This design comes from an exercise in tuning for small area, a short achievable clock period and few clock cycles per item on the open sky130 flow, not from production work.
In this exercise RTL edits were held to simulation tests only and were not proved equivalent to the original.
Power figures rest on the tool's default switching activity, not on a simulated workload.

## gamepad_input_qualifier_top
module gamepad_input_qualifier_top #(
  parameter int unsigned HOLD_WIDTH = 16
) (
  input  logic                                  clk_i,
  input  logic                                  rst_ni,
  input  logic [gpq_pkg::IN_TDATA_W-1:0]        s_axis_tdata,
  input  logic                                  s_axis_tvalid,
  output logic                                  s_axis_tready,
  output logic [gpq_pkg::OUT_TDATA_W-1:0]       m_axis_tdata,
  output logic                                  m_axis_tvalid,
  input  logic                                  m_axis_tready,
  input  logic                                  cfg_valid_i,
  output logic                                  cfg_ready_o,
  input  logic [gpq_pkg::CFG_IDX_W-1:0]         cfg_index_i,
  input  logic [gpq_pkg::CFG_DATA_W-1:0]        cfg_data_i
);
export LEC_CHECK = 0
export CAP_MARGIN = 20
export CORE_MARGIN = 2
export CORE_UTILIZATION = 40
export SLEW_MARGIN = 20
create_clock -name core_clock -period 8.0 [get_ports {clk_i}]
run.sh (not shown) runs the stock make flow with config.mk's settings and CLKGATE_MAP_FILE= SYNTH_SCRIPT=/design/flow/synth_recipe.tcl, a recipe that flattens the netlist after the stock synthesis.
Testbench counts at the start, summed over its fixed seeds: cycles 6,196, items 4,800.
Edit:
SETUP_SLACK_MARGIN = 3   (was unset)
Outcome: The new run completed without violations; non-clock buffer count came out higher by 63; maximum frequency came out higher by about 8%; global-route usage came out higher by 0.21 points.

* * *

## lane 1
Another version of the RTL of gamepad_input_qualifier_top (not shown whole).
Size: roughly 5100 cells after synthesis, ~250 I/O pins, ~0.053 mm² of cells after synthesis.
Settings: LEC_CHECK=0, CAP_MARGIN=20, CORE_MARGIN=2, CORE_UTILIZATION=40, CTS_BUF_LIST=sky130_fd_sc_hd__clkbuf_8 sky130_fd_sc_hd__clkbuf_4, SETUP_SLACK_MARGIN=5, SLEW_MARGIN=20; clock period 8.0 ns.
Testbench counts of lane 1, summed over its fixed seeds: cycles 5,173, items 4,800.
#### Input delta (lane 2 over lane 1)
--- a/flow/config.mk
+++ b/flow/config.mk
@@ -10,3 +10,2 @@
 export CORE_UTILIZATION = 40
-export CTS_BUF_LIST = sky130_fd_sc_hd__clkbuf_8 sky130_fd_sc_hd__clkbuf_4
 export SETUP_SLACK_MARGIN = 5
==> summary.txt <==
The overall overflow remaining after global route was comparable across lane 1 and lane 2.
Critical path depth on lane 2 is up relative to lane 1.
Delta (lane 2 minus lane 1): global-route usage stayed essentially flat; routed wire length has remained practically unchanged; met3 track demand over resource in global routing went down 0.59 points; combined buffer and inverter count along the critical path shows an increase of 3.
Comparing lane 1 with lane 2, the via count came out essentially unchanged.
On post-layout worst setup margin: lane 2 sits above lane 1.
Final standard cell area without fillers, lane 1 and lane 2: lower on lane 1
## Diff of input files: lane 3 against lane 2
--- a/flow/config.mk
+++ b/flow/config.mk
@@ -9,3 +9,3 @@
 export CORE_MARGIN = 2
-export CORE_UTILIZATION = 40
+export CORE_UTILIZATION = 55
 export SETUP_SLACK_MARGIN = 5
Results
Hold slack (lower): lane 3. Compared with lane 2, in lane 3 placed standard-cell area decreased 560 µm²; time the final worst path needs with I/O delays and setup went down; initial antenna violation count went up by 2; post-route fraction of the period consumed by the critical path has decreased. Re clock skew: lane 2 was higher than lane 3. The power spent charging and discharging nets of lane 2 and that of lane 3 are within noise of each other. Final total power: lane 3 vs lane 2 — no meaningful difference. Between lane 3 and lane 2, the static leakage does not differ in any meaningful way. Lane 3 vs lane 2, instance count: lane 3 lower. Between lane 3 and lane 2, the difference in via count of the first global-routing pass is negligible. Lane 3 completed; timing, DRC and antenna clean.
Inputs modified between lane 3 and lane 4:
--- a/flow/config.mk
+++ b/flow/config.mk
@@ -9,4 +9,4 @@
 export CORE_MARGIN = 2
-export CORE_UTILIZATION = 55
-export SETUP_SLACK_MARGIN = 5
+export CORE_UTILIZATION = 40
+export SETUP_SLACK_MARGIN = 4.5
 export SLEW_MARGIN = 20
Results
- Going from lane 3 to lane 4, tightest hold margin picked up an extra 0.040 ns, global-route track usage on met3 went down 1.3 points.
- Final number of max-transition violations: lane 4 vs lane 3 — no meaningful difference
- On total global routing track utilization: between lane 4 and lane 3, it ends up lower for lane 4.
- Cell area | lane 4 vs lane 3 | lane 4 smaller
- Per the comparison of lane 4 with lane 3, final worst-path setup slack now smaller; detailed placement HPWL now larger; count of clock-buffer cells in the layout now larger; share of total power in the clock network now larger.

* * *

gamepad_input_qualifier_top, a different RTL version from the one above (not shown whole).
Size: ~4700 cells after synthesis, roughly 800 flip-flops.
// gamepad_input_qualifier_top
module gamepad_input_qualifier_top #(
  parameter int unsigned HOLD_WIDTH = 16
) (
  input  logic                                  clk_i,
  input  logic                                  rst_ni,
  input  logic [gpq_pkg::IN_TDATA_W-1:0]        s_axis_tdata,
  input  logic                                  s_axis_tvalid,
  output logic                                  s_axis_tready,
  output logic [gpq_pkg::OUT_TDATA_W-1:0]       m_axis_tdata,
  output logic                                  m_axis_tvalid,
  input  logic                                  m_axis_tready,
  input  logic                                  cfg_valid_i,
  output logic                                  cfg_ready_o,
  input  logic [gpq_pkg::CFG_IDX_W-1:0]         cfg_index_i,
  input  logic [gpq_pkg::CFG_DATA_W-1:0]        cfg_data_i
);
==> flow/config.mk <==
export PLATFORM = sky130hd
export DESIGN_NAME = gamepad_input_qualifier_top
export DESIGN_NICKNAME = gamepad_input_qualifier_top
export VERILOG_FILES = /design/flow/design.v
export SDC_FILE = /design/flow/constraint.sdc
export NUM_CORES = 4
export LEC_CHECK = 0
export CAP_MARGIN = 20
export CORE_MARGIN = 2
export CORE_UTILIZATION = 40
export SLEW_MARGIN = 20
==> flow/constraint.sdc <==
create_clock -name core_clock -period 8.0 [get_ports {clk_i}]
set_input_delay 1.6000 -clock core_clock [delete_from_list [all_inputs] [get_ports {clk_i}]]
set_output_delay 1.6000 -clock core_clock [all_outputs]
set_load 0.01 [all_outputs]
Testbench counts at the start, summed over its fixed seeds: cycles 5,165, items 4,800.
Change:
SETUP_SLACK_MARGIN = 3   (was default)
Wire length stays flat.
Sequential power stays flat.
Non-clock buffer count went up by 81.
Setup slack is better by 950 ps.

## separate check: timing with driven ports
No port has a modelled driver above. Below, the same layouts with a new extraction and two added sets of constraints. Step 1 assumes that a clkbuf_16 drives the clock port and a buf_2 every other input. Step 2 moves the port delays by t, midway between the first and last clock arrival at a register: inputs arrive t later, outputs are due t later. That takes back most of the time a late clock gives input paths. a / b / c = no drivers / after step 1 / after step 2; a / b = the first two.
run | shift t [ns] | setup slack, ns | clock arrival spread, ns
the first run of note 1 | 0.716 | 0.422 / 0.422 / 0.422 | 0.028 / 0.029
the second run of note 1 | 0.720 | 1.012 / 1.012 / 1.012 | 0.034 / 0.033
lane 1 | 0.936 | 4.570 / 4.570 / 4.146 | 0.078 / 0.078
lane 2 | 0.805 | 4.665 / 4.665 / 4.223 | 0.096 / 0.096
lane 3 | 0.761 | 4.684 / 4.684 / 4.102 | 0.050 / 0.050
lane 4 | 0.778 | 4.465 / 4.465 / 3.882 | 0.058 / 0.057
the first run of note 3 | 0.750 | 2.043 / 2.043 / 2.043 | 0.051 / 0.051
the second run of note 3 | 0.738 | 2.994 / 2.994 / 2.588 | 0.038 / 0.039
After both steps setup and hold are still met in every run listed. The setup slack of lane 4, which loses most, moves by 0.000 ns with the drivers and by -0.583 ns with both steps.
